What follows belongs to an exercise in optimizing a design on an open flow for small area; a production flow would make more cautious choices.
RTL that was checked went through simulation tests only; none was proved equivalent to the original.
Power figures rest on the tool's default switching activity, not on a simulated workload.

onyx:
==> flow/design.v (excerpt) <==
module trap_unit (
  input  logic                               clk,
  input  logic                               reset,
  input  logic                               stall_n,
  input  logic                               hold_flag,
  input  logic                               exception_if,
  input  logic [3:0]                         cause_if,
  input  logic                               exception_id,
  input  logic [3:0]                         cause_id,
  input  logic [trap_pkg::xlen-1:0]          pc_id_ex,
  input  logic                               jump_en,
  input  logic [trap_pkg::xlen-1:0]          jump_addr,
  input  logic                               csr_valid,
  input  logic                               csr_write,
  input  logic [11:0]                        csr_addr,
  input  logic [trap_pkg::xlen-1:0]          csr_wdata,
  input  logic                               mret,
  input  logic [trap_pkg::ext_irq_lines-1:0] irq_lines,
  output logic [trap_pkg::xlen-1:0]          csr_rdata,
  output logic                               trap_taken,
  output logic [trap_pkg::xlen-1:0]          trap_target,
  output logic                               any_interrupt
);
For scale: ~200 I/O pins, about 15000 sq um of cells after synthesis.
Settings: LEC_CHECK=0, CAP_MARGIN=20, CORE_MARGIN=2, CORE_UTILIZATION=50, SLEW_MARGIN=20; clock period 5.5 ns.
standard.sh (not shown) runs the stock make flow with config.mk's settings and CLKGATE_MAP_FILE= SYNTH_SCRIPT=/design/flow/synth_recipe.tcl, a recipe that flattens the netlist after the stock synthesis.
==> flow/flow/run.sh <==
#!/bin/bash
# Own flow: the standard layout (standard.sh) with
#  - port buffers made from the smallest buffer cell (buf_1),
#  - a clock tree without dummy loads,
#  - (if flow/area.abc exists) an area-oriented ABC mapping script in the synthesis.
# Each tool's output is logged in this folder (standard_flow.log, and ORFS's own logs under orfs/logs).
set -euo pipefail
W=$(pwd)
export OWN_WORK=$W
export OWN_ABC_SCRIPT=$W/flow/area.abc
export BUFFER_PORTS_ARGS="-buffer_cell sky130_fd_sc_hd__buf_1"
export CTS_ARGS="-sink_clustering_enable -repair_clock_nets -dont_use_dummy_load -buf_list sky130_fd_sc_hd__clkbuf_8 -sink_clustering_size 14 -sink_buffer_max_cap_derate 1.0 -sink_clustering_max_diameter 100"
bash standard.sh "SYNTH_SCRIPT=$W/flow/synth_wrap.tcl" "BUFFER_PORTS_ARGS=$BUFFER_PORTS_ARGS" "CTS_ARGS=$CTS_ARGS"  finish > standard_flow.log 2>&1
==> flow/flow/area.abc <==
strash
&get -n
&st
&dch
&nf
&put
topo
stime -c
==> flow/flow/synth_wrap.tcl <==
# The standard flow's synthesis script with Yosys's abc call given the area-oriented ABC script in
# flow/area.abc; every other step (registers included) is the standard synthesis's.
proc abc {args} {
  set i [lsearch -exact $args -script]
  if {$i >= 0} { lset args [expr {$i + 1}] $::env(OWN_ABC_SCRIPT) }
  yosys abc {*}$args
}
source $::env(OWN_WORK)/synth_recipe.tcl
onyx: flow completed, timing, DRC and antenna clean
For fjord, these inputs were changed with respect to onyx:
-- flow/design.v --
<<< onyx, line 158
    mtime[63:32] <= (reset || (csr_wr && sel_time_hi)) ? wdata_rst0 : mtime_inc[63:32];
  end
  logic [63:0] mtimecmp_n;
  assign mtimecmp = ~mtimecmp_n;
  always_ff @(posedge clk) begin
    if (reset) begin
      mtimecmp_n <= '0;
    end else if (csr_wr) begin
      if (sel_cmp_lo) mtimecmp_n[31:0]  <= ~csr_wdata;
      if (sel_cmp_hi) mtimecmp_n[63:32] <= ~csr_wdata;
    end
  end
>>> fjord, line 158
    mtime[63:32] <= (reset || (csr_wr && sel_time_hi)) ? wdata_rst0 : mtime_inc[63:32];
  end
  always_ff @(posedge clk) begin
    if (reset) begin
      mtimecmp <= '1;
    end else if (csr_wr) begin
      if (sel_cmp_lo) mtimecmp[31:0]  <= csr_wdata;
      if (sel_cmp_hi) mtimecmp[63:32] <= csr_wdata;
    end
  end
<<< onyx, line 175
      gt_blk = 1'b0;
      for (int j = 0; j < 8; j++) begin
        ge_blk = (mtime[8*k+j] & mtimecmp_n[8*k+j]) | (mtime[8*k+j] & ge_blk) | (mtimecmp_n[8*k+j] & ge_blk);
        gt_blk = (mtime[8*k+j] & mtimecmp_n[8*k+j]) | (mtime[8*k+j] & gt_blk) | (mtimecmp_n[8*k+j] & gt_blk);
      end
      time_ge = time_ge ? ge_blk : gt_blk;
>>> fjord, line 173
      gt_blk = 1'b0;
      for (int j = 0; j < 8; j++) begin
        ge_blk = (mtime[8*k+j] & ~mtimecmp[8*k+j]) | (mtime[8*k+j] & ge_blk) | (~mtimecmp[8*k+j] & ge_blk);
        gt_blk = (mtime[8*k+j] & ~mtimecmp[8*k+j]) | (mtime[8*k+j] & gt_blk) | (~mtimecmp[8*k+j] & gt_blk);
      end
      time_ge = time_ge ? ge_blk : gt_blk;
Findings:
Diff fjord and onyx: post-layout utilization of the core higher in fjord
Compared with onyx, fjord shows a height of the die that is 1.7 um higher.
On post-layout total power, fjord does worse than onyx.
On total number of cells along the worst setup path: between fjord and onyx, it ends up lower for onyx.
Sort fjord and onyx by arithmetic-cell share of the synthesized area counting full adders, half adders and majority gates desc -> top: fjord
Looking at global-route usage, fjord sits 0.57 points higher than onyx does.
Diff onyx -> fjord: sequential share of cell area has decreased, wire length of the first global-routing pass has increased, final worst hold slack has remained practically unchanged, die area has increased.

---

the baseline:
trap_unit, a different RTL version from the one above (not shown whole).
For scale: about 320 flip-flops, about 200 I/O pins, about 0.015 sq mm of cells after synthesis.
Settings: LEC_CHECK=0, CAP_MARGIN=20, CORE_MARGIN=2, CORE_UTILIZATION=40, SLEW_MARGIN=20; clock period 5.5 ns.
==> flow/flow/run.sh <==
#!/bin/bash
# Own flow: the standard layout (standard.sh) with
#  - port buffers made from the smallest buffer cell (buf_1),
#  - a clock tree without dummy loads,
#  - (if flow/area.abc exists) an area-oriented ABC mapping script in the synthesis.
# Each tool's output is logged in this folder (standard_flow.log, and ORFS's own logs under orfs/logs).
set -euo pipefail
W=$(pwd)
export OWN_WORK=$W
export OWN_ABC_SCRIPT=$W/flow/area.abc
export BUFFER_PORTS_ARGS="-buffer_cell sky130_fd_sc_hd__buf_1"
export CTS_ARGS="-sink_clustering_enable -repair_clock_nets -dont_use_dummy_load -buf_list sky130_fd_sc_hd__clkbuf_8 -sink_clustering_size 12 -sink_buffer_max_cap_derate 1.0 -sink_clustering_max_diameter 100"
bash standard.sh "SYNTH_SCRIPT=$W/flow/synth_wrap.tcl" "BUFFER_PORTS_ARGS=$BUFFER_PORTS_ARGS" "CTS_ARGS=$CTS_ARGS"  finish > standard_flow.log 2>&1
==> flow/flow/area.abc <==
strash
&get -n
&st
&dch
&nf -R 1000
&put
topo
stime -c
Scripts as last shown in full above: flow/flow/synth_wrap.tcl
Ran to the end and failed final checks on negative setup slack: the baseline.
Setup changes, the baseline to the candidate
--- a/flow/design.v
+++ b/flow/design.v
@@ -273,34 +273,35 @@
       mcause <= {int_taken, 26'd0, trap_code};
       mtval  <= '0;
     end else if (csr_wr) begin
       if (sel_mcause) mcause <= csr_wdata;
       if (sel_mtval)  mtval  <= csr_wdata;
     end
   end
-  logic       vec_int;
-  logic [4:0] vec_add;
-  logic [5:0] low_sum;
-  logic [5:0] grp_go;
+  logic        vec_int;
+  logic [4:0]  vec_add;
+  logic [5:0]  low_sum;
+  logic [5:0]  grp_ones;
   logic [24:0] hi_pre;
+  logic [24:0] hi_flip;
   assign vec_int = int_taken && mtvec[1:0] == 2'b01;
   assign vec_add = vec_int ? trap_code : 5'd0;
   assign low_sum = {1'b0, mtvec[6:2]} + {1'b0, vec_add};
   always_comb begin
     for (int k = 0; k < 5; k++) begin
       hi_pre[5*k] = 1'b1;
       for (int j = 1; j < 5; j++) hi_pre[5*k+j] = hi_pre[5*k+j-1] & mtvec[7+5*k+j-1];
     end
-    grp_go[0] = low_sum[5];
-    for (int k = 0; k < 5; k++) grp_go[k+1] = grp_go[k] & hi_pre[5*k+4] & mtvec[7+5*k+4];
+    grp_ones[0] = 1'b1;
+    for (int k = 0; k < 5; k++) grp_ones[k+1] = grp_ones[k] & hi_pre[5*k+4] & mtvec[7+5*k+4];
     for (int k = 0; k < 5; k++)
       for (int j = 0; j < 5; j++)
-        trap_target[7+5*k+j] = mtvec[7+5*k+j] ^ (grp_go[k] & hi_pre[5*k+j]);
+        hi_flip[5*k+j] = grp_ones[k] & hi_pre[5*k+j];
   end
-  assign trap_target[6:0] = {low_sum[4:0], 2'b00};
+  assign trap_target = {mtvec[31:7] ^ ({25{low_sum[5]}} & hi_flip), low_sum[4:0], 2'b00};
   assign csr_rdata = {32{csr_valid}} & (
       ({32{sel_mstatus}} & {24'd0, mstatus_mpie, 3'd0, mstatus_mie, 3'd0}) |
       ({32{sel_mie}}     & {20'd0, mie_meie, 3'd0, mie_mtie, 7'd0}) |
       ({32{sel_mtvec}}   & mtvec) |
       ({32{sel_mepc}}    & mepc) |
       ({32{sel_mcause}}  & mcause) |
       ({32{sel_mtval}}   & mtval) |
[summary]
The candidate went all the way through synthesis, placement and routing and the layout is clean on timing, DRC and antenna. From the baseline to the candidate the numbers moved as follows: cell internal power dissipation increased 0.000073 W; aggregate global-route resource usage climbed 0.48 points; worst vdd rail ir drop went down by about 2.7%. Against the baseline, minimum period implied by the final worst setup slack in the candidate came out better. The candidate vs. the baseline: sum of negative setup slack went up by 1970 ps. Higher number of endpoints failing setup at the final stage was reported by the baseline, not the candidate. Diff the baseline and the candidate: clock skew higher in the candidate. Between the baseline and the candidate, the sequential fraction of design power is lower for the candidate. Worst hold margin: the candidate < the baseline. Going from the baseline to the candidate, total cell area at the placement stage shrinks by 1.2%. The candidate vs. the baseline: synthesized cell count went up by 14. Re final critical-path setup slack: the baseline and the candidate aren't equal, and the lower value belongs to the baseline.
No functional check of the RTL was part of any run of this note.

-- re-timing with driven ports --
The results above use ideal ports. As a check the final layouts listed here were re-extracted and re-timed, cells and wires unchanged. Step 1: set_driving_cell puts a clkbuf_16 on clk and a buf_2 on each other input, an assumption about the parent block. Step 2 moves the port delays by t, midway between the first and last clock arrival at a register: inputs arrive t later, outputs are due t later. That takes back most of the time a late clock gives input paths. Three values: ideal, step 1, step 2; two values: the first two.
run	t (ns)	slack for setup (ns)	worst hold slack (ns)	slew at the worst register clock pin (ns)	worst data-port slew with drivers (ns)
onyx	0.647	0.222 / 0.172 / 0.291	0.458 / 0.458 / 0.458	0.10 / 0.10	0.04
fjord	0.628	0.172 / 0.123 / 0.205	0.457 / 0.457 / 0.457	0.10 / 0.10	0.06
the baseline	0.664	-0.415 / -0.469 / -0.062	0.480 / 0.480 / 0.480	0.09 / 0.09	0.05
the candidate	0.634	0.202 / 0.155 / 0.182	0.465 / 0.465 / 0.465	0.09 / 0.09	0.08
The setup slack of the candidate, which loses most, moves by -0.047 ns with the drivers and by -0.020 ns with both steps.
